From an optimization exercise on the open Yosys and OpenROAD flow, aimed at small area and a short achievable clock period; shortcuts taken in it are not production practice.
Only simulation tests tie the RTL to the original design; equivalence was not proved.
Power is estimated from default activity; no workload was simulated.

File: design/flow/config.mk
export PLATFORM = sky130hd
export DESIGN_NAME = decode_top
export DESIGN_NICKNAME = decode_top
export VERILOG_FILES = /design/flow/design.v
export SDC_FILE = /design/flow/constraint.sdc
export NUM_CORES = 4
export LEC_CHECK = 0
export CAP_MARGIN = 20
export CORE_MARGIN = 2
export CORE_UTILIZATION = 50
export CTS_CLUSTER_DIAMETER = 75
export CTS_CLUSTER_SIZE = 28
export SETUP_SLACK_MARGIN = 1.7
export SLEW_MARGIN = 20
export SYNTH_HIERARCHICAL = 1
export SYNTH_MINIMUM_KEEP_SIZE = 0
File: design/flow/constraint.sdc
create_clock -name core_clock -period 3.6 [get_ports {clk_i}]
set_input_delay 0.7200 -clock core_clock [delete_from_list [all_inputs] [get_ports {clk_i}]]
set_output_delay 0.7200 -clock core_clock [all_outputs]
set_load 0.01 [all_outputs]
File: design/flow/design.v
`timescale 1ns/1ps
package rv_pkg;
    localparam int INST_WIDTH = 32;
    localparam int XLEN       = 32;
    localparam int GPR_ADDR_W = 5;
    localparam int OPCODE_W = 7;
    localparam int FUNCT3_W = 3;
    localparam int FUNCT7_W = 7;
    localparam int RD_LSB     = 7;
    localparam int FUNCT3_LSB = 12;
    localparam int RS1_LSB    = 15;
    localparam int RS2_LSB    = 20;
    localparam int FUNCT7_LSB = 25;
    localparam logic [OPCODE_W-1:0] OPC_OP_IMM = 7'b0010011;
    localparam logic [OPCODE_W-1:0] OPC_OP     = 7'b0110011;
    localparam logic [OPCODE_W-1:0] OPC_LOAD   = 7'b0000011;
    localparam logic [OPCODE_W-1:0] OPC_STORE  = 7'b0100011;
    localparam logic [OPCODE_W-1:0] OPC_LUI    = 7'b0110111;
    localparam logic [OPCODE_W-1:0] OPC_AUIPC  = 7'b0010111;
    typedef enum logic [5:0] {
        ADDI, SLTI, SLTIU, XORI, ORI, ANDI, SLLI, SRLI, SRAI,
        ADD, SUB, SLL, SLT, SLTU, XOR, SRL, SRA, OR, AND,
        LB, LH, LW, LBU, LHU,
        SB, SH, SW,
        LUI, AUIPC,
        ILLEGAL
    } instr_id_e;
    typedef struct packed {
        logic      rs1_re;
        logic      rs2_re;
        logic      rd_we;
        logic      mem_re;
        logic      mem_we;
        instr_id_e instr_id;
    } ctrl_t;
    typedef struct packed {
        logic imm_i;
        logic imm_s;
        logic imm_u;
        logic x;
    } opc_cls_t;
    typedef struct packed {
        logic [XLEN-1:0] pc;
        opc_cls_t        cls;
        logic            rs1_rd;
        logic            rs2_rd;
        logic [31:1]     sel1;
        logic [31:1]     sel2;
        logic [31:7]     instr;
    } if_id_t;
    typedef struct packed {
        logic [XLEN-1:0]       pc;
        logic [GPR_ADDR_W-1:0] rd_addr;
        logic [GPR_ADDR_W-1:0] rs1_addr;
        logic [GPR_ADDR_W-1:0] rs2_addr;
        logic [XLEN-1:0]       imm;
        ctrl_t                 ctrl;
    } id_ex_t;
endpackage
`timescale 1ns/1ps
module pipe_reg #(
    parameter int W = 32,
    parameter bit HOLD_MUX = 0
) (
    input  logic         clk_i,
    input  logic         reset_i,
    input  logic         stall_i,
    input  logic         valid_i,
    input  logic [W-1:0] data_i,
    output logic         valid_o,
    output logic [W-1:0] data_o
);
    always_ff @(posedge clk_i) begin
        if (reset_i) begin
            valid_o <= 1'b0;
        end else if (!stall_i) begin
            valid_o <= valid_i;
        end
    end
    if (HOLD_MUX) begin : g_mux
        logic [W-1:0] data_d;
        hold_mux #(.W(W)) u_hold (
            .hold_i(stall_i),
            .q_i   (data_o),
            .d_i   (data_i),
            .y_o   (data_d)
        );
        always_ff @(posedge clk_i) begin
            data_o <= data_d;
        end
    end else begin : g_en
        always_ff @(posedge clk_i) begin
            if (!stall_i) begin
                data_o <= data_i;
            end
        end
    end
endmodule
module hold_mux #(
    parameter int W = 32
) (
    input  logic         hold_i,
    input  logic [W-1:0] q_i,
    input  logic [W-1:0] d_i,
    output logic [W-1:0] y_o
);
    assign y_o = hold_i ? q_i : d_i;
endmodule
`timescale 1ns/1ps
module ctrl_unit (
    input  rv_pkg::opc_cls_t            cls_i,
    input  logic [rv_pkg::FUNCT3_W-1:0] funct3_i,
    input  logic                        alt_i,
    output rv_pkg::ctrl_t               ctrl_o
);
    logic op_imm, op, load, store, lui, auipc;
    logic load_ok, store_ok;
    assign op_imm = cls_i.imm_i & ~cls_i.x;
    assign load   = cls_i.imm_i &  cls_i.x;
    assign store  = cls_i.imm_s;
    assign lui    = cls_i.imm_u & ~cls_i.x;
    assign auipc  = cls_i.imm_u &  cls_i.x;
    assign op     = ~cls_i.imm_i & ~cls_i.imm_s & ~cls_i.imm_u & cls_i.x;
    assign load_ok  = ~(funct3_i[1] & (funct3_i[0] | funct3_i[2]));
    assign store_ok = ~funct3_i[2] & ~(funct3_i[1] & funct3_i[0]);
    rv_pkg::instr_id_e id;
    always_comb begin
        id = rv_pkg::ILLEGAL;
        if (op_imm) begin
            case (funct3_i)
                3'b000: id = rv_pkg::ADDI;
                3'b001: id = rv_pkg::SLLI;
                3'b010: id = rv_pkg::SLTI;
                3'b011: id = rv_pkg::SLTIU;
                3'b100: id = rv_pkg::XORI;
                3'b101: id = alt_i ? rv_pkg::SRAI : rv_pkg::SRLI;
                3'b110: id = rv_pkg::ORI;
                default: id = rv_pkg::ANDI;
            endcase
        end else if (op) begin
            case (funct3_i)
                3'b000: id = alt_i ? rv_pkg::SUB : rv_pkg::ADD;
                3'b001: id = rv_pkg::SLL;
                3'b010: id = rv_pkg::SLT;
                3'b011: id = rv_pkg::SLTU;
                3'b100: id = rv_pkg::XOR;
                3'b101: id = alt_i ? rv_pkg::SRA : rv_pkg::SRL;
                3'b110: id = rv_pkg::OR;
                default: id = rv_pkg::AND;
            endcase
        end else if (load) begin
            case (funct3_i)
                3'b000: id = rv_pkg::LB;
                3'b001: id = rv_pkg::LH;
                3'b010: id = rv_pkg::LW;
                3'b100: id = rv_pkg::LBU;
                3'b101: id = rv_pkg::LHU;
                default: id = rv_pkg::ILLEGAL;
            endcase
        end else if (store) begin
            case (funct3_i)
                3'b000: id = rv_pkg::SB;
                3'b001: id = rv_pkg::SH;
                3'b010: id = rv_pkg::SW;
                default: id = rv_pkg::ILLEGAL;
            endcase
        end else if (lui) begin
            id = rv_pkg::LUI;
        end else if (auipc) begin
            id = rv_pkg::AUIPC;
        end
    end
    always_comb begin
        ctrl_o.instr_id = id;
        ctrl_o.rs1_re   = op | op_imm | (load & load_ok) | (store & store_ok);
        ctrl_o.rs2_re   = op | (store & store_ok);
        ctrl_o.rd_we    = op | op_imm | (load & load_ok) | lui | auipc;
        ctrl_o.mem_re   = load & load_ok;
        ctrl_o.mem_we   = store & store_ok;
    end
endmodule
`timescale 1ns/1ps
module regfile (
    input  logic                          clk_i,
    input  logic                          reset_i,
    input  logic [rv_pkg::GPR_ADDR_W-1:0] rs1_addr_i,
    input  logic [rv_pkg::GPR_ADDR_W-1:0] rs2_addr_i,
    input  logic [31:1]                   rs1_sel_i,
    input  logic [31:1]                   rs2_sel_i,
    input  logic                          rs1_rd_i,
    input  logic                          rs2_rd_i,
    input  logic                          hold_i,
    output logic [rv_pkg::XLEN-1:0]       rs1_val_o,
    output logic [rv_pkg::XLEN-1:0]       rs2_val_o,
    input  logic                          we_i,
    input  logic [rv_pkg::GPR_ADDR_W-1:0] waddr_i,
    input  logic [rv_pkg::XLEN-1:0]       wdata_i
);
    logic [31:1][rv_pkg::XLEN-1:0] regs;
    logic [rv_pkg::XLEN-1:0]       wd_m;
    assign wd_m = reset_i ? '0 : wdata_i;
    for (genvar l = 0; l < 4; l++) begin : g_lane
        logic [31:1] en;
        wen_dec u_dec (.reset_i(reset_i), .we_i(we_i), .waddr_i(waddr_i), .en_o(en));
        for (genvar i = 1; i < 32; i++) begin : g_reg
            always_ff @(posedge clk_i) begin
                if (en[i]) regs[i][8*l+:8] <= wd_m[8*l+:8];
            end
        end
    end
    logic hit1, hit2;
    logic fw1, fw2;
    logic rd1, rd2;
    assign hit1 = we_i && rs1_rd_i && rs1_addr_i == waddr_i;
    assign hit2 = we_i && rs2_rd_i && rs2_addr_i == waddr_i;
    assign fw1  = hit1;
    assign fw2  = hit2;
    assign rd1  = rs1_rd_i & ~hit1;
    assign rd2  = rs2_rd_i & ~hit2;
    logic [rv_pkg::XLEN-1:0] rs1_val_d, rs2_val_d;
    always_ff @(posedge clk_i) begin
        rs1_val_o <= rs1_val_d;
        rs2_val_o <= rs2_val_d;
    end
    for (genvar b = 0; b < rv_pkg::XLEN; b++) begin : g_rd
        logic [31:0] col;
        assign col[0] = regs[31][b];
        for (genvar i = 1; i < 32; i++) begin : g_col
            assign col[i] = regs[i][b];
        end
        rd_bit u_rd1 (.d_i(col), .sel_i({rs1_sel_i, rs1_sel_i[31]}), .fw_i(fw1), .nh_i(rd1), .wd_i(wdata_i[b]),
                      .hold_i(hold_i), .o_i(rs1_val_o[b]), .y_o(rs1_val_d[b]));
        rd_bit u_rd2 (.d_i(col), .sel_i({rs2_sel_i, rs2_sel_i[31]}), .fw_i(fw2), .nh_i(rd2), .wd_i(wdata_i[b]),
                      .hold_i(hold_i), .o_i(rs2_val_o[b]), .y_o(rs2_val_d[b]));
    end
endmodule
module wen_dec (
    input  logic                          reset_i,
    input  logic                          we_i,
    input  logic [rv_pkg::GPR_ADDR_W-1:0] waddr_i,
    output logic [31:1]                   en_o
);
    for (genvar i = 1; i < 32; i++) begin : g_en
        assign en_o[i] = reset_i | (we_i && waddr_i == i);
    end
endmodule
module rd_bit (
    input  logic [31:0] d_i,
    input  logic [31:0] sel_i,
    input  logic        fw_i,
    input  logic        nh_i,   
    input  logic        wd_i,
    input  logic        hold_i,
    input  logic        o_i,
    output logic        y_o
);
    logic [3:0]  p;
    logic [1:0]  q;
    for (genvar k = 0; k < 4; k++) begin : g_grp
        rd_grp8 u_grp (.d_i(d_i[8*k+:8]), .s_i(sel_i[8*k+:8]), .y_o(p[k]));
    end
    rd_nor2 u_nor0 (.a_i(p[1:0]), .y_o(q[0]));
    rd_nor2 u_nor1 (.a_i(p[3:2]), .y_o(q[1]));
    rd_out  u_out  (.q_i(q), .fw_i(fw_i), .nh_i(nh_i), .wd_i(wd_i), .hold_i(hold_i), .o_i(o_i),
                    .y_o(y_o));
endmodule
module rd_grp8 (
    input  logic [7:0] d_i,
    input  logic [7:0] s_i,
    output logic       y_o
);
    assign y_o = |(d_i & s_i);
endmodule
module rd_nor2 (
    input  logic [1:0] a_i,
    output logic       y_o
);
    assign y_o = ~|a_i;
endmodule
module rd_out (
    input  logic [1:0] q_i,
    input  logic       fw_i,
    input  logic       nh_i,
    input  logic       wd_i,
    input  logic       hold_i,
    input  logic       o_i,
    output logic       y_o
);
    assign y_o = hold_i ? o_i : ((fw_i & wd_i) | (nh_i & ~&q_i));
endmodule
`timescale 1ns/1ps
module id_stage (
    input  rv_pkg::if_id_t                if_id_i,
    output logic [rv_pkg::FUNCT3_W-1:0]   funct3_o,
    output logic                          alt_o,
    input  rv_pkg::ctrl_t                 ctrl_i,
    output logic [rv_pkg::GPR_ADDR_W-1:0] rs1_addr_o,
    output logic [rv_pkg::GPR_ADDR_W-1:0] rs2_addr_o,
    output rv_pkg::id_ex_t                id_ex_o
);
    logic [31:7]             instr;
    rv_pkg::opc_cls_t        cls;
    logic [rv_pkg::XLEN-1:0] imm;
    assign instr      = if_id_i.instr;
    assign cls        = if_id_i.cls;
    assign funct3_o   = instr[14:12];
    assign alt_o      = instr[30];
    assign rs1_addr_o = instr[19:15];
    assign rs2_addr_o = instr[24:20];
    always_comb begin
        imm = ({32{cls.imm_i}} & {{20{instr[31]}}, instr[31:20]})
            | ({32{cls.imm_s}} & {{20{instr[31]}}, instr[31:25], instr[11:7]})
            | ({32{cls.imm_u}} & {instr[31:12], 12'b0});
    end
    always_comb begin
        id_ex_o.pc       = if_id_i.pc;
        id_ex_o.rd_addr  = instr[11:7];
        id_ex_o.rs1_addr = rs1_addr_o;
        id_ex_o.rs2_addr = rs2_addr_o;
        id_ex_o.imm      = imm;
        id_ex_o.ctrl     = ctrl_i;
    end
endmodule
`timescale 1ns/1ps
module decode_top (
    input  logic                          clk_i,
    input  logic                          reset_i,
    input  logic                          if_valid_i,
    input  logic [rv_pkg::XLEN-1:0]       if_pc_i,
    input  logic [rv_pkg::INST_WIDTH-1:0] if_instr_i,
    input  logic                          stall_i,
    input  logic                          wb_we_i,
    input  logic [rv_pkg::GPR_ADDR_W-1:0] wb_addr_i,
    input  logic [rv_pkg::XLEN-1:0]       wb_data_i,
    output logic                          id_ex_valid_o,
    output logic [rv_pkg::XLEN-1:0]       id_ex_pc_o,
    output logic [rv_pkg::GPR_ADDR_W-1:0] id_ex_rd_addr_o,
    output logic [rv_pkg::GPR_ADDR_W-1:0] id_ex_rs1_addr_o,
    output logic [rv_pkg::GPR_ADDR_W-1:0] id_ex_rs2_addr_o,
    output logic [rv_pkg::XLEN-1:0]       id_ex_rs1_val_o,
    output logic [rv_pkg::XLEN-1:0]       id_ex_rs2_val_o,
    output logic [rv_pkg::XLEN-1:0]       id_ex_imm_o,
    output logic                          id_ex_rs1_re_o,
    output logic                          id_ex_rs2_re_o,
    output logic                          id_ex_rd_we_o,
    output logic                          id_ex_mem_re_o,
    output logic                          id_ex_mem_we_o,
    output logic [5:0]                    id_ex_instr_id_o
);
    localparam int IF_ID_W = rv_pkg::XLEN + 4 + 2 + 2 * 31 + 25;
    localparam int ID_EX_W = 2 * rv_pkg::XLEN + 3 * rv_pkg::GPR_ADDR_W + 11;
    logic [rv_pkg::OPCODE_W-1:0]   opc;
    rv_pkg::opc_cls_t              cls;
    rv_pkg::if_id_t                if_id_in;
    rv_pkg::if_id_t                if_id_q;
    logic                          if_id_valid;
    logic [rv_pkg::FUNCT3_W-1:0]   funct3;
    logic                          alt;
    rv_pkg::ctrl_t                 ctrl;
    logic [rv_pkg::GPR_ADDR_W-1:0] rs1_addr;
    logic [rv_pkg::GPR_ADDR_W-1:0] rs2_addr;
    logic [rv_pkg::XLEN-1:0]       rs1_val;
    logic [rv_pkg::XLEN-1:0]       rs2_val;
    rv_pkg::id_ex_t                id_ex_d;
    rv_pkg::id_ex_t                id_ex_q;
    assign opc       = if_instr_i[rv_pkg::OPCODE_W-1:0];
    assign cls.imm_i = (opc == rv_pkg::OPC_OP_IMM) || (opc == rv_pkg::OPC_LOAD);
    assign cls.imm_s = (opc == rv_pkg::OPC_STORE);
    assign cls.imm_u = (opc == rv_pkg::OPC_LUI) || (opc == rv_pkg::OPC_AUIPC);
    assign cls.x     = (opc == rv_pkg::OPC_LOAD) || (opc == rv_pkg::OPC_AUIPC)
                    || (opc == rv_pkg::OPC_OP);
    logic [rv_pkg::FUNCT3_W-1:0] f3_in;
    logic                        load_ok, store_ok;
    logic                        rs1_re_in, rs2_re_in;
    logic [31:1]                 sel1_in;
    logic [31:1]                 sel2_in;
    assign f3_in     = if_instr_i[14:12];
    assign load_ok   = ~(f3_in[1] & (f3_in[0] | f3_in[2]));
    assign store_ok  = ~f3_in[2] & ~(f3_in[1] & f3_in[0]);
    assign rs1_re_in = (opc == rv_pkg::OPC_OP) || (opc == rv_pkg::OPC_OP_IMM)
                    || ((opc == rv_pkg::OPC_LOAD) && load_ok)
                    || ((opc == rv_pkg::OPC_STORE) && store_ok);
    assign rs2_re_in = (opc == rv_pkg::OPC_OP) || ((opc == rv_pkg::OPC_STORE) && store_ok);
    for (genvar i = 1; i < 32; i++) begin : g_sel
        assign sel1_in[i] = if_instr_i[19:15] == i;
        assign sel2_in[i] = if_instr_i[24:20] == i;
    end
    assign if_id_in = {if_pc_i, cls, rs1_re_in && (if_instr_i[19:15] != '0),
                       rs2_re_in && (if_instr_i[24:20] != '0), sel1_in, sel2_in, if_instr_i[31:7]};
    pipe_reg #(
        .W(IF_ID_W),
        .HOLD_MUX(1)
    ) if_id_reg (
        .clk_i  (clk_i),
        .reset_i(reset_i),
        .stall_i(stall_i),
        .valid_i(if_valid_i),
        .data_i (if_id_in),
        .valid_o(if_id_valid),
        .data_o (if_id_q)
    );
    id_stage u_id_stage (
        .if_id_i   (if_id_q),
        .funct3_o  (funct3),
        .alt_o     (alt),
        .ctrl_i    (ctrl),
        .rs1_addr_o(rs1_addr),
        .rs2_addr_o(rs2_addr),
        .id_ex_o   (id_ex_d)
    );
    ctrl_unit u_ctrl_unit (
        .cls_i   (if_id_q.cls),
        .funct3_i(funct3),
        .alt_i   (alt),
        .ctrl_o  (ctrl)
    );
    regfile u_regfile (
        .clk_i     (clk_i),
        .reset_i   (reset_i),
        .rs1_addr_i(rs1_addr),
        .rs2_addr_i(rs2_addr),
        .hold_i    (stall_i),
        .rs1_val_o (rs1_val),
        .rs2_val_o (rs2_val),
        .rs1_sel_i (if_id_q.sel1),
        .rs2_sel_i (if_id_q.sel2),
        .rs1_rd_i  (if_id_q.rs1_rd),
        .rs2_rd_i  (if_id_q.rs2_rd),
        .we_i      (wb_we_i),
        .waddr_i   (wb_addr_i),
        .wdata_i   (wb_data_i)
    );
    pipe_reg #(
        .W(ID_EX_W),
        .HOLD_MUX(1)
    ) id_ex_reg (
        .clk_i  (clk_i),
        .reset_i(reset_i),
        .stall_i(stall_i),
        .valid_i(if_id_valid),
        .data_i (id_ex_d),
        .valid_o(id_ex_valid_o),
        .data_o (id_ex_q)
    );
    assign id_ex_pc_o       = id_ex_q.pc;
    assign id_ex_rd_addr_o  = id_ex_q.rd_addr;
    assign id_ex_rs1_addr_o = id_ex_q.rs1_addr;
    assign id_ex_rs2_addr_o = id_ex_q.rs2_addr;
    assign id_ex_rs1_val_o  = rs1_val;
    assign id_ex_rs2_val_o  = rs2_val;
    assign id_ex_imm_o      = id_ex_q.imm;
    assign id_ex_rs1_re_o   = id_ex_q.ctrl.rs1_re;
    assign id_ex_rs2_re_o   = id_ex_q.ctrl.rs2_re;
    assign id_ex_rd_we_o    = id_ex_q.ctrl.rd_we;
    assign id_ex_mem_re_o   = id_ex_q.ctrl.mem_re;
    assign id_ex_mem_we_o   = id_ex_q.ctrl.mem_we;
    assign id_ex_instr_id_o = id_ex_q.ctrl.instr_id;
endmodule
File: design/flow/flow/run.sh
#!/bin/bash
# Layout flow: the standard ORFS flow (standard.sh) with two extra ORFS
# variables: port buffers are buf_2 instead of the default delay buffer, and
# the resizer may swap cells across footprints. Full tool output goes to
# standard.log here, and ORFS's own logs stay under orfs/logs.
set -euo pipefail
bash standard.sh MATCH_CELL_FOOTPRINT=0 \
    "BUFFER_PORTS_ARGS=-buffer_cell sky130_fd_sc_hd__buf_2" \
    finish > standard.log 2>&1
File: design/flow/standard.sh
#!/bin/bash
# synth_recipe.tcl (not shown) runs the flow's synth.tcl, then flattens the netlist and writes it again
# the make line also repeats each setting of config.mk as NAME=value (left out here)
make -C /OpenROAD-flow-scripts/flow DESIGN_CONFIG=/design/flow/config.mk WORK_HOME=/design/flow/orfs CLKGATE_MAP_FILE= SYNTH_SCRIPT=/design/flow/synth_recipe.tcl "${@:-finish}"
==> results of run 1 <==
==> worst max-delay path by stage <==
stage                   startpoint  slack (ns)                 endpoint  cells past startpoint
3_3_place_gp          wb_addr_i[3]        0.56   u_regfile.rs1_val_o[8]                      8
5_1_grt        if_id_reg.data_o[8]        1.61  u_regfile.rs1_val_o[25]                      8
3_5_place_dp          wb_addr_i[3]        0.51  u_regfile.rs1_val_o[25]                      8
4_1_cts               wb_addr_i[4]        1.57      u_regfile.regs[744]                      5
2_1_floorplan              reset_i        1.52        u_regfile.regs[0]                      2
6_report              wb_addr_i[1]        1.58  u_regfile.rs1_val_o[29]                      7
==> power by group <==
group	switching, uW	total (uW)	internal [uW]
registers	948	18100	17100
logic	1740	2850	1110
clock network	5160	9630	4470
==> through the flow <==
stage                     power (uW)  setup slack, ns  hold WS [ns]  cells  area [sq um]
final                          30600             1.58         0.252   5654         62400
after global routing           31400             1.61         0.232   5648         62400
after global placement         20800            0.556         0.460   5459         57600
after CTS                      30400             1.57         0.221   5603         61300
after floorplan                19600             1.52         0.458   3780         54200
after detailed placement       20900            0.513         0.463   5459         57600
==> per-layer routing <==
layer	part of all wire [%]	track usage, %	routed length (microns)	vias up
met3	11	6.58	20400	446
met5	0.020	0	37	-
met4	5.0	15.1	9500	6
met1	38	43.2	72600	19600
met2	46	51.2	86500	2538
li1	-	-	-	16500
==> modules after synthesis, one instance, submodules excluded, excerpt <==
module,area (sq um),cells,times used
rd_grp8,36.3,5,256
ctrl_unit,439,69,1
wen_dec,395,59,4
decode_top,537,111,1
rd_out,26.3,4,64
rd_nor2,3.75,1,128
regfile,31400,1109,1
id_stage,861,131,1
==> layout make-up <==
class / count / area (sq um)
flip-flops and latches: 1273 / 35900
multi-input cells: 2339 / 18000
repair buffers: 489 / 4210
clock buffers: 80 / 1890
inverters: 20 / 75.1
clock inverters: 42 / 589
diodes: 8 / 20.0
fillers: 8469 / 44700
well taps: 1403 / 1760
==> timing repair <==
item	CTS	global route
buffers inserted	22	36
setup endpoints to repair	658	499
resized for setup	333	125
hold endpoints to repair	0	0
pin swaps	9	47
cloned	0	7
==> cell usage in the layout, fill, tap and decap left out, drive strengths merged, types with 2 or more instances in the layout <==
cell      count
a21bo        64
a21o         32
a21oi       138
a22o          6
a22oi      1026
a31o         28
a31oi         3
and4          2
and4bb       13
buf         479
bufinv        7
clkbuf       90
clkinv       14
clkinvlp      3
dfxtp       281
diode         8
edfxtp      992
inv          38
mux2        216
mux2i         4
nand2        58
nand2b       22
nand3         5
nand3b        7
nand4       261
nand4b       12
nor2        207
nor2b       111
nor3          2
nor4          2
nor4b         5
o21ai        68
o31ai         5
or2           7
or3           3
or3b          5
xnor2         2
xor2          9
==> kinds of logic (layout without fill, tap and decap cells) <==
family                 Yosys count  after routing
AND/OR/NAND/NOR                726            726
XOR/XNOR                        11             11
other                            1              9
buffers and inverters          168            631
multiplexers                   220            220
flip-flops                    1273           1273
AO/OA/AOI/OAI                 1381           1381
==> flip-flops by register name (all words and copies together), names as in the netlist <==
register	cells
if_id_reg.data_o	125
id_ex_reg.valid_o	1
id_ex_reg.data_o	90
u_regfile.rs2_val_o	32
if_id_reg.valid_o	1
u_regfile.regs	992
u_regfile.rs1_val_o	32
==> metrics.cfg, run 1 <==
[synth]
synthArstFlopShare_pct = 0
yosys_warnings = 11
synth_top_family_by_area = compound AO/OA/AOI/OAI gates
synth_area_per_cell_sq_um = 14.3
synth-xor-area-share_pct = 0.179
synth_nets = 3886
syn_inst = 3780
ys.flop_type = edfxtp_1
ys_top_cells_by_count = 1,026 x a22oi_1, 992 x edfxtp_1, 281 x dfxtp_1, 261 x nand4_1, 206 x nor2_1
synth_area_leaders = edfxtp_1 55%, a22oi_1 14%, dfxtp_1 10%, mux2_4 3.9%, nand4_1 3.0%
yosys.area.top_type = edfxtp_1
synth.top_cell.area_share_pct = 55.2
ys_ff_latch = 1273
synth-edff-count = 992
synthAdderAreaFrac_pct = 0
yosysMostFrequentCell = a22oi_1
synth-simple-area-share_pct = 7.62
synthDistinctLibCells = 65
yosysSeqAreaShare_pct = 65.7
synth_compound_gate_area_share_pct = 18.7
syn_area_sq_um = 53900
synth_mux_area_share_pct = 5.56

[grt]
track_usage_pct = 32.4
grt_max_degree = 85
grt_pass1_wl_microns = 260000
antenna_found_initial = 12
overflow = 0
grt_pass1_vias = 37100

[clocking]
clockBufferDepth = 3
cts_tree = yes
htree_levels = 3
cts.sinks = 1273
clk_latency_ns = 0.69
numCtsBuffers = 67
cts_root_buf = clkbuf_16
hold_buffers = 0
clk_pin_slew_ns = 0.10

[routing]
first_pass_iters = 7
wire_per_inst_microns = 33.4
drtIter0Drc = 6007
num_vias = 39000
ant_nets = 0
drt_wl_total_microns = 189000
post-route-drc-count = 0
vias_per_cell = 6.90

[critical_path]
setup.worst_path.end_class = register
critPathLaunchType = input port
crit_family = buffers and inverters
rr_startpoint = if_id_reg.data_o[51]
cp_max_fo = 15
crit_buf_inv = 3
crit_type = in -> reg
rrSetupSlack_ns = 1.66
cp_common_cell = a21oi_1
slowest_stage = and4_4
cpPeakStageDelay_ns = 0.47
regToRegEndpoint = u_regfile.rs2_val_o[11]
rr_worst_depth = 6
path_cells = clkbuf_4 > buf_4 > xnor2_1 > and4_4 > clkbuf_16 > a21oi_1 > a21oi_1
required_ns = 4.21
arrival_ns = 2.63

[floorplanning]
io_pins = 261
core_sq_um = 107000
die_h_microns = 332
rows = 120
dieArea_sq_um = 110000
die_w_microns = 332
start_util_pct = 50.4

[layout]
area_delta_synth_final_pct = 15.7
fin_nets = 4296
drive_above_1_share_pct = 28.9
final_core_util_pct = 58.3

[worst_hold_path]
holdPathEnd = if_id_reg.data_o[20]
holdPathStages = 2
hold_start = if_instr_i[27]
min_path_type = in -> reg

[sta]
slew_viol_final = 0
period_share_pct = 56.1
hold_viol = 0
fin_skew_ns = 0.0326
setup_tns_ns = 0
rsz0062_at_grt = yes
setup_viol = 0
slew-limit-headroom_pct = 35.7
fmax_mhz = 495
fin_crit_ns = 2.02
worst_pin_slew_ns = 0.959

[job]
maxCapViolations = 0

[placement]
gp_congestion = 0.886
detailed_place_hpwl_microns = 117000
portBuffers = 260

[run_status]
status = complete, no violations

[power]
powerDensity_nw_per_um2 = 490
power_leakage_uw = 0.0214
ir_drop_uv = 430

==> run 2: changes to the inputs <==
--- a/design/flow/config.mk
+++ b/design/flow/config.mk
@@ -10,7 +10,7 @@
 export CORE_UTILIZATION = 50
 export CTS_CLUSTER_DIAMETER = 75
 export CTS_CLUSTER_SIZE = 28
-export SETUP_SLACK_MARGIN = 1.7
+export SETUP_SLACK_MARGIN = 2.0
 export SLEW_MARGIN = 20
 export SYNTH_HIERARCHICAL = 1
 export SYNTH_MINIMUM_KEEP_SIZE = 0
==> run 2 against run 1 <==
Against the previous run: register-to-register slack improved by 0.02 ns; design area is 2.3% higher; global-route usage increased by 0.22 points; die area stayed put; maximum frequency down 0.32%; synthesized cell count unchanged; clock skew decreased by 0.0057 ns; cell count up 0.23%; sequential power about the same; synthesized area unchanged; worst hold slack worse by 0.056 ns.
==> metrics.cfg, run 2 <==
[critical_path]
slowest_stage = dfxtp_4
cp.depth = 1  ; -6
required_ns = 2.88  ; -1.33 ns
crit_type = reg -> out
crit_start = u_regfile.rs1_val_o[8]
crit_buf_inv = 1  ; -2
crit_family = flip-flops
rr_startpoint = if_id_reg.data_o[79]
setup.worst_path.end_class = primary output
rr_worst_depth = 6  ; unchanged
path_cells = buf_6
critPathLaunchType = register
cp_max_fo = 2  ; -13
arrival_ns = 1.31  ; -1.32 ns
cpPeakStageDelay_ns = 0.45  ; -0.02 ns

[floorplanning]
die_h_microns = 332  ; unchanged
core_sq_um = 107000  ; unchanged
rows = 120  ; unchanged
dieArea_sq_um = 110000  ; unchanged
start_util_pct = 50.4  ; unchanged
die_w_microns = 332  ; unchanged
io_pins = 261  ; unchanged

[synth]
synth_area_per_cell_sq_um = 14.3  ; unchanged
synthArstFlopShare_pct = 0  ; unchanged
yosys_warnings = 11  ; unchanged
yosysMostFrequentCell = a22oi_1
syn_inst = 3780  ; unchanged
synthDistinctLibCells = 65  ; unchanged
synth.top_cell.area_share_pct = 55.2  ; unchanged
yosys.area.top_type = edfxtp_1
synth_nets = 3886  ; unchanged
ys_ff_latch = 1273  ; unchanged
synth-edff-count = 992  ; unchanged
yosysSeqAreaShare_pct = 65.7  ; unchanged
synth_area_leaders = edfxtp_1 55%, a22oi_1 14%, dfxtp_1 10%, mux2_4 3.9%, nand4_1 3.0%
syn_area_sq_um = 53900  ; unchanged
ys_top_cells_by_count = 1,026 x a22oi_1, 992 x edfxtp_1, 281 x dfxtp_1, 261 x nand4_1, 206 x nor2_1
ys.flop_type = edfxtp_1

[clocking]
clk_pin_slew_ns = 0.11  ; about the same
cts_tree = yes
clockBufferDepth = 3  ; unchanged
cts.sinks = 1273  ; unchanged
htree_levels = 2  ; -1
cts_root_buf = clkbuf_16
clk_latency_ns = 0.74  ; +0.05 ns
numCtsBuffers = 60  ; -10%

[routing]
first_pass_iters = 9  ; +2
drtIter0Drc = 5842  ; -2.7%
drt_wl_total_microns = 189000  ; -0.15%
ant_nets = 0  ; unchanged
wire_per_inst_microns = 33.3  ; -0.38%
post-route-drc-count = 0  ; unchanged
vias_per_cell = 6.98  ; +1.2%
num_vias = 39600  ; +1.5%

[layout]
reg_top3 = u_regfile.regs: 992 flops, if_id_reg.data_o: 125 flops, id_ex_reg.data_o: 90 flops
final_cell_mix = 1,026 x a22oi_1, 992 x edfxtp_1, 261 x nand4_1, 183 x nor2_1, 178 x buf_6
area_delta_synth_final_pct = 18.3
fill_cells = 8335  ; -1.6%
largest_register_ffs = 992  ; unchanged
final_common_cell = a22oi_1
max_flop_register = u_regfile.regs
drive_above_1_share_pct = 30.8  ; +1.9 points
design_area_sq_um = 63800  ; +2.3%
fin_nets = 4320  ; +0.56%

[placement]
gp_congestion = 0.852  ; -3.8%
detailed_place_hpwl_microns = 110000  ; -5.9%
portBuffers = 260  ; unchanged
pre_cts_ws_ns = 0.610  ; +0.0978 ns
dpl_cell_area_sq_um = 57800  ; +0.33%

[sta]
slew_viol_final = 0  ; unchanged
fin_crit_ns = 2.03  ; +0.00643 ns
setup_slack_ns = 1.57  ; -0.00643 ns
hold_viol = 0  ; unchanged
rsz0062_at_grt = yes
period_share_pct = 56.3  ; +0.18 points
whs_ns = 0.196  ; -0.0560 ns
fin_skew_ns = 0.0269  ; -0.00568 ns
setup_tns_ns = 0  ; unchanged
setup_viol = 0  ; unchanged
worst_pin_slew_ns = 0.902  ; -0.0564 ns
slew-limit-headroom_pct = 39.7  ; +4.0 points
fmax_mhz = 493  ; -0.32%

[grt]
overflow = 0  ; unchanged
grt_pass1_vias = 37300  ; +0.46%
grt_pass1_wl_microns = 262000  ; +0.88%
track_usage_pct = 32.6  ; +0.22 points
antenna_found_initial = 8  ; -4
grt_max_degree = 75  ; -12%

[worst_hold_path]
min_path_type = in -> reg
hold_start = if_pc_i[28]
holdPathStages = 2  ; unchanged

[power]
powerDensity_nw_per_um2 = 468  ; -4.5%
power_uw = 29900  ; -2.4%
power_leakage_uw = 0.0217  ; +1.7%
ir_drop_uv = 409  ; -4.9%

[run_status]
status = complete, no violations

[job]
maxCapViolations = 0  ; unchanged

-- run 2: changes by cell type in the layout (fill, tap and decap cells not counted), sizes merged --
cell      change
clkbuf       -14
clkinv        -1
nor2b         +5
bufinv        -2
diode         -6
buf          +30
inv           -4
o21ai         +1
clkinvlp      +2
and4          +2
-- run 2: final cells by class --
cell class | instances | area [sq um] | area share (%)
flip-flops and latches | 1273 | 35800 | 56.2
multi-input cells | 2347 | 19000 | 29.7
repair buffers | 512 | 5110 | 8.02
well taps | 1403 | 1760 | 2.75
clock buffers | 73 | 1610 | 2.53
clock inverters | 37 | 428 | 0.671
inverters | 20 | 85.1 | 0.133
diodes | 2 | 5.00 | 0.00784
-- run 2: path summary, 6_finish.rpt --
| check | to | slack (ns) |
|---|---|---|
| worst min-delay path | if_id_reg.data_o[121] | 0.20 |
| worst max register to register | u_regfile.rs1_val_o[27] | 1.68 |
| worst max-delay path | id_ex_rs1_val_o[8] | 1.57 |
| worst min register to register | id_ex_reg.data_o[74] | 0.49 |
-- run 2: metal layers --
layer / part of all wire [%] / vias up / track usage [%] / wire length (microns)
met5: 0 / - / 0.217 / 0
met4: 4.6 / 0 / 13.2 / 8650
met3: 12 / 401 / 7.86 / 22300
met2: 45 / 2739 / 49.8 / 84300
met1: 39 / 19900 / 44.9 / 73500
li1: - / 16500 / - / -
-- run 2: worst reg2reg max path, stage by stage (launching register included) --
cell and delay [ns]:
dfxtp_4 0.48, buf_12 0.23, a22oi_1 0.24, nand4_1 0.19, nor2_1 0.42, a21bo_1 0.19, a21oi_1 0.07
-- run 2: modules after synthesis (local to each module, per instance), excerpt --
| module | area, sq um | times used |
|---|---|---|
| wen_dec | 395 | 4 |
| regfile | 31400 | 1 |
| ctrl_unit | 439 | 1 |
| id_stage | 861 | 1 |
| rd_out | 26.3 | 64 |
| rd_grp8 | 36.3 | 256 |
| decode_top | 537 | 1 |
| rd_nor2 | 3.75 | 128 |
-- run 2: stage by stage --
stage                     std cells  utilization, %
after detailed placement       5390            54.0
after CTS                      5641            59.1
final                          5667            59.6
after global placement         5390            54.0
after global routing           5665            59.6
after floorplan                3780               -
-- run 2: logic make-up (layout without fill, tap and decap cells) --
kind of cell              after synthesis  count (layout)  share of synthesized area, %
AOI/OAI and AO/OA                    1381            1382                          18.7
xor gates and xnor gates               11              11                         0.179
buffers and inverters                 168             642                          2.28
DFF                                  1273            1273                          65.7
muxes                                 220             220                          5.56
other                                   1               3                       0.00695
and+or+nand+nor                       726             733                          7.62
-- run 2: report_power, final --
part | total (uW) | internal (uW) | switching (uW)
clock network | 8630 | 3640 | 4990
registers | 18000 | 17200 | 871
logic | 3210 | 1290 | 1910
total | 29900 | 22100 | 7770
-- run 2: what timing repair did --
item,in CTS,in global routing
setup endpoints to repair,1297,621
gates cloned,9,3
hold buffers,0,0
pin swaps,49,49
gates resized for setup,502,69
endpoints found under the hold margin,0,0
buffers inserted,132,21
==> run 3: changes to the inputs <==
--- a/design/flow/config.mk
+++ b/design/flow/config.mk
@@ -10,7 +10,7 @@
 export CORE_UTILIZATION = 50
 export CTS_CLUSTER_DIAMETER = 75
 export CTS_CLUSTER_SIZE = 28
-export SETUP_SLACK_MARGIN = 2.0
+export SETUP_SLACK_MARGIN = 2.4
 export SLEW_MARGIN = 20
 export SYNTH_HIERARCHICAL = 1
 export SYNTH_MINIMUM_KEEP_SIZE = 0
==> run 3 against run 2 <==
Against the previous run: largest power group unchanged; still clean; sequential cell count unchanged; first-iteration DRC count up 17%; clock skew up 0.017 ns; non-clock buffer count up 206; critical endpoint is now id_ex_rs2_val_o[23]; sequential power about the same; combinational power up 21%; critical path depth unchanged; total power up 5.9%; cell count up 4.4%; synthesized cell count unchanged; synthesized area unchanged.
==> metrics.cfg, run 3 <==
[synth]
synthAdderAreaFrac_pct = 0  ; unchanged
synth_top_family_by_area = compound AO/OA/AOI/OAI gates
synth_mux_area_share_pct = 5.56  ; unchanged
yosys_warnings = 11  ; unchanged
synth_compound_gate_area_share_pct = 18.7  ; unchanged
synth-xor-area-share_pct = 0.179  ; unchanged
syn_area_sq_um = 53900  ; unchanged
yosysSeqAreaShare_pct = 65.7  ; unchanged
yosys.area.top_type = edfxtp_1
yosysMostFrequentCell = a22oi_1
synthArstFlopShare_pct = 0  ; unchanged
ys.flop_type = edfxtp_1
synth_area_leaders = edfxtp_1 55%, a22oi_1 14%, dfxtp_1 10%, mux2_4 3.9%, nand4_1 3.0%
ys_top_cells_by_count = 1,026 x a22oi_1, 992 x edfxtp_1, 281 x dfxtp_1, 261 x nand4_1, 206 x nor2_1
synth-simple-area-share_pct = 7.62  ; unchanged
syn_inst = 3780  ; unchanged
synth-edff-count = 992  ; unchanged
synthDistinctLibCells = 65  ; unchanged
synth_nets = 3886  ; unchanged
synth.top_cell.area_share_pct = 55.2  ; unchanged
synth_area_per_cell_sq_um = 14.3  ; unchanged
ys_ff_latch = 1273  ; unchanged

[layout]
regArea_sq_um = 35900  ; +0.14%
final_cell_mix = 1,025 x a22oi_1, 992 x edfxtp_1, 261 x nand4_1, 258 x buf_6, 210 x mux2_4
fin_nets = 4559  ; +5.5%
area_delta_synth_final_pct = 28.1
drive_above_1_share_pct = 36.8  ; +6.0 points
max_flop_register = u_regfile.regs
final_common_cell = a22oi_1
fin_cells = 5918  ; +4.4%
fill_cells = 7650  ; -8.2%
reg_top3 = u_regfile.regs: 992 flops, if_id_reg.data_o: 125 flops, id_ex_reg.data_o: 90 flops
largest_register_ffs = 992  ; unchanged
multi_input_area_sq_um = 20300  ; +6.8%

[power]
powerDensity_nw_per_um2 = 458  ; -2.2%
ir_drop_uv = 437  ; +6.8%
power_leakage_uw = 0.0243  ; +12%

[placement]
gp_congestion = 0.864  ; +1.5%
detailed_place_hpwl_microns = 119000  ; +8.1%
pre_cts_ws_ns = 0.628  ; +0.0172 ns
dp_cells = 5379  ; -0.20%
portBuffers = 260  ; unchanged

[critical_path]
slowest_stage = dfxtp_4
crit_end = id_ex_rs2_val_o[23]
cp.depth = 1  ; unchanged
cpPeakStageDelay_ns = 0.41  ; -0.04 ns
arrival_ns = 1.24  ; -0.07 ns
required_ns = 2.88  ; about the same
cp_max_fo = 2  ; unchanged
setup.worst_path.end_class = primary output
critPathLaunchType = register
crit_start = u_regfile.rs2_val_o[23]
rr_startpoint = if_id_reg.data_o[79]
regToRegEndpoint = u_regfile.rs1_val_o[19]
crit_type = reg -> out
crit_family = flip-flops
path_cells = buf_6
crit_buf_inv = 1  ; unchanged
rrSetupSlack_ns = 1.71  ; +0.03 ns
rr_worst_depth = 6  ; unchanged

[clocking]
numCtsBuffers = 69  ; +15%
clk_latency_ns = 0.71  ; -0.03 ns
cts_root_buf = clkbuf_16
cts.sinks = 1273  ; unchanged
htree_levels = 3  ; +1
clk_pin_slew_ns = 0.11  ; about the same
clockBufferDepth = 3  ; unchanged
cts_tree = yes
hold_buffers = 0  ; unchanged

[sta]
slew-limit-headroom_pct = 46.6  ; +6.8 points
slew_viol_final = 0  ; unchanged
fin_crit_ns = 1.96  ; -0.0682 ns
setup_slack_ns = 1.64  ; +0.0682 ns
fmax_mhz = 510  ; +3.5%
setup_tns_ns = 0  ; unchanged
setup_viol = 0  ; unchanged
period_share_pct = 54.4  ; -1.9 points
rsz0062_at_grt = yes
fin_skew_ns = 0.0438  ; +0.0168 ns
hold_viol = 0  ; unchanged
worst_pin_slew_ns = 0.798  ; -0.104 ns

[routing]
drt_wl_total_microns = 212000  ; +12%
wire_per_inst_microns = 35.8  ; +7.6%
post-route-drc-count = 0  ; unchanged
num_vias = 41900  ; +5.9%
drtIter0Drc = 6846  ; +17%
vias_per_cell = 7.08  ; +1.4%
ant_nets = 0  ; unchanged
first_pass_iters = 7  ; -2

[floorplanning]
core_sq_um = 107000  ; unchanged
die_h_microns = 332  ; unchanged
start_util_pct = 50.4  ; unchanged
rows = 120  ; unchanged
dieArea_sq_um = 110000  ; unchanged
die_w_microns = 332  ; unchanged
io_pins = 261  ; unchanged

[run_status]
status = complete, no violations

[grt]
overflow = 0  ; unchanged
grt_max_degree = 85  ; +13%
antenna_found_initial = 10  ; +2
grt_pass1_vias = 39300  ; +5.6%
track_usage_pct = 36.4  ; +3.7 points
grt_pass1_wl_microns = 288000  ; +9.8%

[job]
maxCapViolations = 0  ; unchanged

[worst_hold_path]
min_path_type = in -> reg

## run 3: layer usage
layer | wire (microns) | vias up | track usage, %
met5 | 26 | - | 0
met3 | 25600 | 666 | 8.10
met4 | 15100 | 4 | 20.6
li1 | - | 17100 | -
met2 | 95200 | 3223 | 56.6
met1 | 76000 | 20900 | 47.3
## run 3: cell families after synthesis
| logic type | count (synthesis) |
|---|---|
| other | 1 |
| AO/OA/AOI/OAI | 1381 |
| buffers and inverters | 168 |
| flip-flops | 1273 |
| multiplexers | 220 |
| AND/OR/NAND/NOR | 726 |
| XOR/XNOR | 11 |
## run 3: power breakdown
| part | switching, uW | internal (uW) | total [uW] |
|---|---|---|---|
| combinational | 2170 | 1730 | 3900 |
| clock | 5420 | 4190 | 9620 |
| sequential | 956 | 17100 | 18100 |
## run 3: through the flow
| step | total power, uW | hold slack, ns | util [%] | area [sq um] |
|---|---|---|---|---|
| global route | 32300 | 0.228 | 64.5 | 69100 |
| finish | 31600 | 0.242 | 64.5 | 69100 |
| floorplan | 19800 | 0.460 | - | 55800 |
| detailed placement | 21100 | 0.462 | 54.4 | 58200 |
| CTS | 31300 | 0.219 | 63.3 | 67700 |
| global placement | 21000 | 0.464 | 54.3 | 58200 |
## run 3: cell type report
type / instances / area share, %
sequential: 1273 / 51.9
multi-input combinational: 2371 / 29.3
timing repair buffer: 718 / 12.5
clock buffer: 77 / 2.65
tap: 1403 / 2.54
clock inverter: 49 / 0.886
inverter: 20 / 0.123
antenna: 7 / 0.0254
## run 3: worst min-delay path by stage
stage,start,to,slack [ns],cells after the start
2_1_floorplan,if_id_reg.valid_o,id_ex_reg.valid_o,0.46,2
3_3_place_gp,if_id_reg.data_o[109],id_ex_reg.data_o[74],0.46,1
3_5_place_dp,id_ex_reg.data_o[80],id_ex_reg.data_o[80],0.46,1
4_1_cts,if_instr_i[8],if_id_reg.data_o[1],0.22,2
5_1_grt,if_pc_i[26],if_id_reg.data_o[119],0.23,2
6_report,if_instr_i[10],if_id_reg.data_o[3],0.24,2
## run 3: modules after synthesis (local to each module, per instance), excerpt
module     times used  area (sq um)  flops+latches
rd_out             64          26.3              0
id_stage            1           861              0
wen_dec             4           395              0
regfile             1         31400           1056
ctrl_unit           1           439              0
rd_grp8           256          36.3              0
## run 3: what timing repair did
action                                  in CTS  in global routing
endpoints found under the setup margin    2390               2069
cloned                                      52                  5
gates resized for setup                    847                132
pin swaps                                  189                108
buffers inserted                           288                 61
==> run 4: changes to the inputs <==
--- a/design/flow/config.mk
+++ b/design/flow/config.mk
@@ -7,10 +7,10 @@
 export LEC_CHECK = 0
 export CAP_MARGIN = 20
 export CORE_MARGIN = 2
-export CORE_UTILIZATION = 50
+export CORE_UTILIZATION = 45
 export CTS_CLUSTER_DIAMETER = 75
 export CTS_CLUSTER_SIZE = 28
-export SETUP_SLACK_MARGIN = 2.4
+export SETUP_SLACK_MARGIN = 2.2
 export SLEW_MARGIN = 20
 export SYNTH_HIERARCHICAL = 1
 export SYNTH_MINIMUM_KEEP_SIZE = 0
==> run 4 against run 3 <==
Against the previous run: maximum frequency up 1.5%; largest power group unchanged; highest routed layer unchanged; sequential share of layout area up 2.6 points; register-to-register slack worse by 0.04 ns; largest cell class unchanged; clock skew up 0.0024 ns; combinational power down 14%; clock power down 1%; still clean.
==> metrics.cfg, run 4 <==
[power]
power_leakage_uw = 0.0225  ; -7.1%
ir_drop_uv = 345  ; -21%
powerDensity_nw_per_um2 = 469  ; +2.5%

[layout]
final_cell_mix = 1,023 x a22oi_1, 992 x edfxtp_1, 261 x nand4_1, 212 x buf_6, 186 x nor2_1
regArea_sq_um = 35900  ; about the same
fill_cells = 9610  ; +26%
largest_register_ffs = 992  ; unchanged
drive_above_1_share_pct = 32.4  ; -4.5 points
area_delta_synth_final_pct = 22.0
final_common_cell = a22oi_1
fin_nets = 4383  ; -3.9%
multi_input_area_sq_um = 19400  ; -4.4%
reg_top3 = u_regfile.regs: 992 flops, if_id_reg.data_o: 125 flops, id_ex_reg.data_o: 90 flops
max_flop_register = u_regfile.regs

[grt]
overflow = 0  ; unchanged
met1_usage_pct = 41.5  ; -5.7 points
grt_pass1_wl_microns = 272000  ; -5.5%
top_usage_layer = met2
grt_max_degree = 78  ; -8.2%
grt_use_met2_pct = 47.0  ; -9.6 points
antenna_found_initial = 12  ; +2
track_usage_pct = 30.8  ; -5.6 points
grt_util_met3_pct = 7.12  ; -0.98 points
grt_pass1_vias = 38400  ; -2.4%

[critical_path]
crit_buf_inv = 1  ; unchanged
required_ns = 2.88  ; about the same
critPathLaunchType = register
slowest_stage = dfxtp_4
path_cells = buf_6
cp_max_fo = 2  ; unchanged
cpPeakStageDelay_ns = 0.40  ; about the same
crit_family = flip-flops
arrival_ns = 1.21  ; -0.03 ns
setup.worst_path.end_class = primary output
crit_type = reg -> out

[routing]
post-route-drc-count = 0  ; unchanged
drtIter0Drc = 5886  ; -14%
num_vias = 40400  ; -3.7%
ant_nets = 0  ; unchanged
wire_per_inst_microns = 33.3  ; -7.1%
drt_wl_total_microns = 198000  ; -6.7%
first_pass_iters = 9  ; +2
vias_per_cell = 6.79  ; -4.1%

[synth]
synth-edff-count = 992  ; unchanged
synth_nets = 3886  ; unchanged
synth.top_cell.area_share_pct = 55.2  ; unchanged
synth_area_leaders = edfxtp_1 55%, a22oi_1 14%, dfxtp_1 10%, mux2_4 3.9%, nand4_1 3.0%
synth_area_per_cell_sq_um = 14.3  ; unchanged
ys_ff_latch = 1273  ; unchanged
syn_area_sq_um = 53900  ; unchanged
synthArstFlopShare_pct = 0  ; unchanged
yosysSeqAreaShare_pct = 65.7  ; unchanged
yosys.area.top_type = edfxtp_1
syn_inst = 3780  ; unchanged
yosys_warnings = 11  ; unchanged
ys_top_cells_by_count = 1,026 x a22oi_1, 992 x edfxtp_1, 281 x dfxtp_1, 261 x nand4_1, 206 x nor2_1
ys.flop_type = edfxtp_1
yosysMostFrequentCell = a22oi_1
synthDistinctLibCells = 65  ; unchanged

[sta]
setup_slack_ns = 1.67  ; +0.0297 ns
fin_crit_ns = 1.93  ; -0.0297 ns
rsz0062_at_grt = yes
fin_skew_ns = 0.0462  ; +0.00245 ns
worst_pin_slew_ns = 0.915  ; +0.117 ns
whs_ns = 0.262  ; +0.0199 ns
hold_viol = 0  ; unchanged
fmax_mhz = 518  ; +1.5%
setup_tns_ns = 0  ; unchanged
period_share_pct = 53.6  ; -0.82 points
slew-limit-headroom_pct = 38.9  ; -7.7 points
setup_viol = 0  ; unchanged
slew_viol_final = 0  ; unchanged

[floorplanning]
rows = 127  ; +5.8%
core_sq_um = 119000  ; +11%
start_util_pct = 45.2  ; -5.2 points
die_w_microns = 350  ; +5.3%
die_h_microns = 350  ; +5.3%
dieArea_sq_um = 123000  ; +11%
io_pins = 261  ; unchanged

[clocking]
hold_buffers = 0  ; unchanged
clk_latency_ns = 0.71  ; about the same
cts.sinks = 1273  ; unchanged
cts_root_buf = clkbuf_16
cts_tree = yes
clockBufferDepth = 3  ; unchanged
clk_pin_slew_ns = 0.10  ; about the same
numCtsBuffers = 69  ; unchanged
htree_levels = 3  ; unchanged

[placement]
detailed_place_hpwl_microns = 117000  ; -1.7%
pre_cts_ws_ns = 0.532  ; -0.0955 ns
portBuffers = 260  ; unchanged
gp_congestion = 0.892  ; +3.1%

[run_status]
status = complete, no violations

[worst_hold_path]
min_path_type = in -> reg

[job]
maxCapViolations = 0  ; unchanged

==> run 4: final timing paths <==
kind                                         startpoint  depth (start not counted)  slack (ns)                endpoint
worst max-delay path            u_regfile.rs2_val_o[19]                          1        1.67     id_ex_rs2_val_o[19]
worst min-delay path                         if_pc_i[3]                          2        0.26    if_id_reg.data_o[96]
worst max register to register     if_id_reg.data_o[11]                          8        1.67  u_regfile.rs1_val_o[3]
worst min register to register    if_id_reg.data_o[122]                          1        0.49    id_ex_reg.data_o[87]
==> run 4: modules after synthesis, one instance, submodules excluded, a selection <==
| module | flops+latches | cells inside | copies in the design |
|---|---|---|---|
| id_stage | 0 | 131 | 1 |
| decode_top | 0 | 111 | 1 |
| ctrl_unit | 0 | 69 | 1 |
| wen_dec | 0 | 59 | 4 |
| rd_grp8 | 0 | 5 | 256 |
| rd_out | 0 | 4 | 64 |
| rd_nor2 | 0 | 1 | 128 |
==> run 4: cell type report <==
type	instances	area share, %
sequential	1273	54.6
timing repair buffer	554	9.14
tap	1612	3.06
multi-input combinational	2359	29.4
clock buffer	80	2.85
inverter	20	0.129
clock inverter	45	0.840
antenna	1	0.00380
==> run 4: cell families (layout without fill, tap and decap cells) <==
family          Yosys count  count (layout)  share of synthesized area, %
compound gates         1381            1382                          18.7
flops                  1273            1273                          65.7
simple gates            726             745                          7.62
mux                     220             220                          5.56
buf+inv                 168             699                          2.28
xor+xnor                 11              11                         0.179
other cells               1               2                       0.00695
==> run 4: power by group <==
part / switching [uW] / leakage (uW) / internal [uW]
logic: 1950 / 0.00936 / 1390
registers: 909 / 0.0120 / 17100
clock network: 5320 / 0.00116 / 4160
==> run 4: timing repair <==
item / in CTS / in global routing
gates resized for setup: 596 / 112
gates cloned: 28 / 7
hold endpoints to repair: 0 / 0
pin swaps: 62 / 60
setup buffers: 130 / 37
endpoints found under the setup margin: 2150 / 892
==> run 4: routing by layer <==
metal | wire length (microns) | vias to the layer above
li1 | - | 16700
met1 | 75900 | 20300
met2 | 88000 | 2904
met3 | 23900 | 465
met4 | 9940 | 6
met5 | 43 | -
==> run 4: stage by stage <==
| stage | power (uW) | cell area (sq um) | cells | utilization (%) |
|---|---|---|---|---|
| after CTS | 30800 | 64700 | 5899 | 54.2 |
| after detailed placement | 21000 | 58400 | 5616 | 48.9 |
| after global placement | 20900 | 58400 | 5616 | 48.9 |
| after floorplan | 19700 | 55500 | 3780 | - |
| final | 30900 | 65800 | 5944 | 55.1 |
| after global routing | 31700 | 65800 | 5944 | 55.1 |

## afterwards: timing with drivers on the ports
Ports are ideal in the flow. The routed layouts listed here were re-timed in OpenROAD.
Step 1 assumes that a clkbuf_16 drives the clock port and a buf_2 every other input.
Step 2 adds t to the input delays and takes it off the output delays; t is the mean of the earliest and latest rising clock arrival at the registers after step 1. Input paths then give back, and output paths get back, about the clock's delay inside the block.
Three values: ideal ports, drivers, drivers and shift; two values: the first two.
run	t, ns	setup WS [ns]	hold slack, ns	worst data-port slew with drivers (ns)
run 1	0.744	1.579 / 1.612 / 0.888	0.252 / 0.199 / 0.480	0.13
run 2	0.799	1.573 / 1.499 / 0.997	0.196 / 0.166 / 0.485	0.07
run 3	0.766	1.641 / 1.559 / 1.179	0.242 / 0.188 / 0.495	0.22
run 4	0.762	1.670 / 1.589 / 0.980	0.262 / 0.207 / 0.487	0.25
After both steps every run listed still meets setup and hold. For run 1, which loses most, drivers alone change the setup slack by +0.033 ns; drivers and shift together by -0.691 ns.
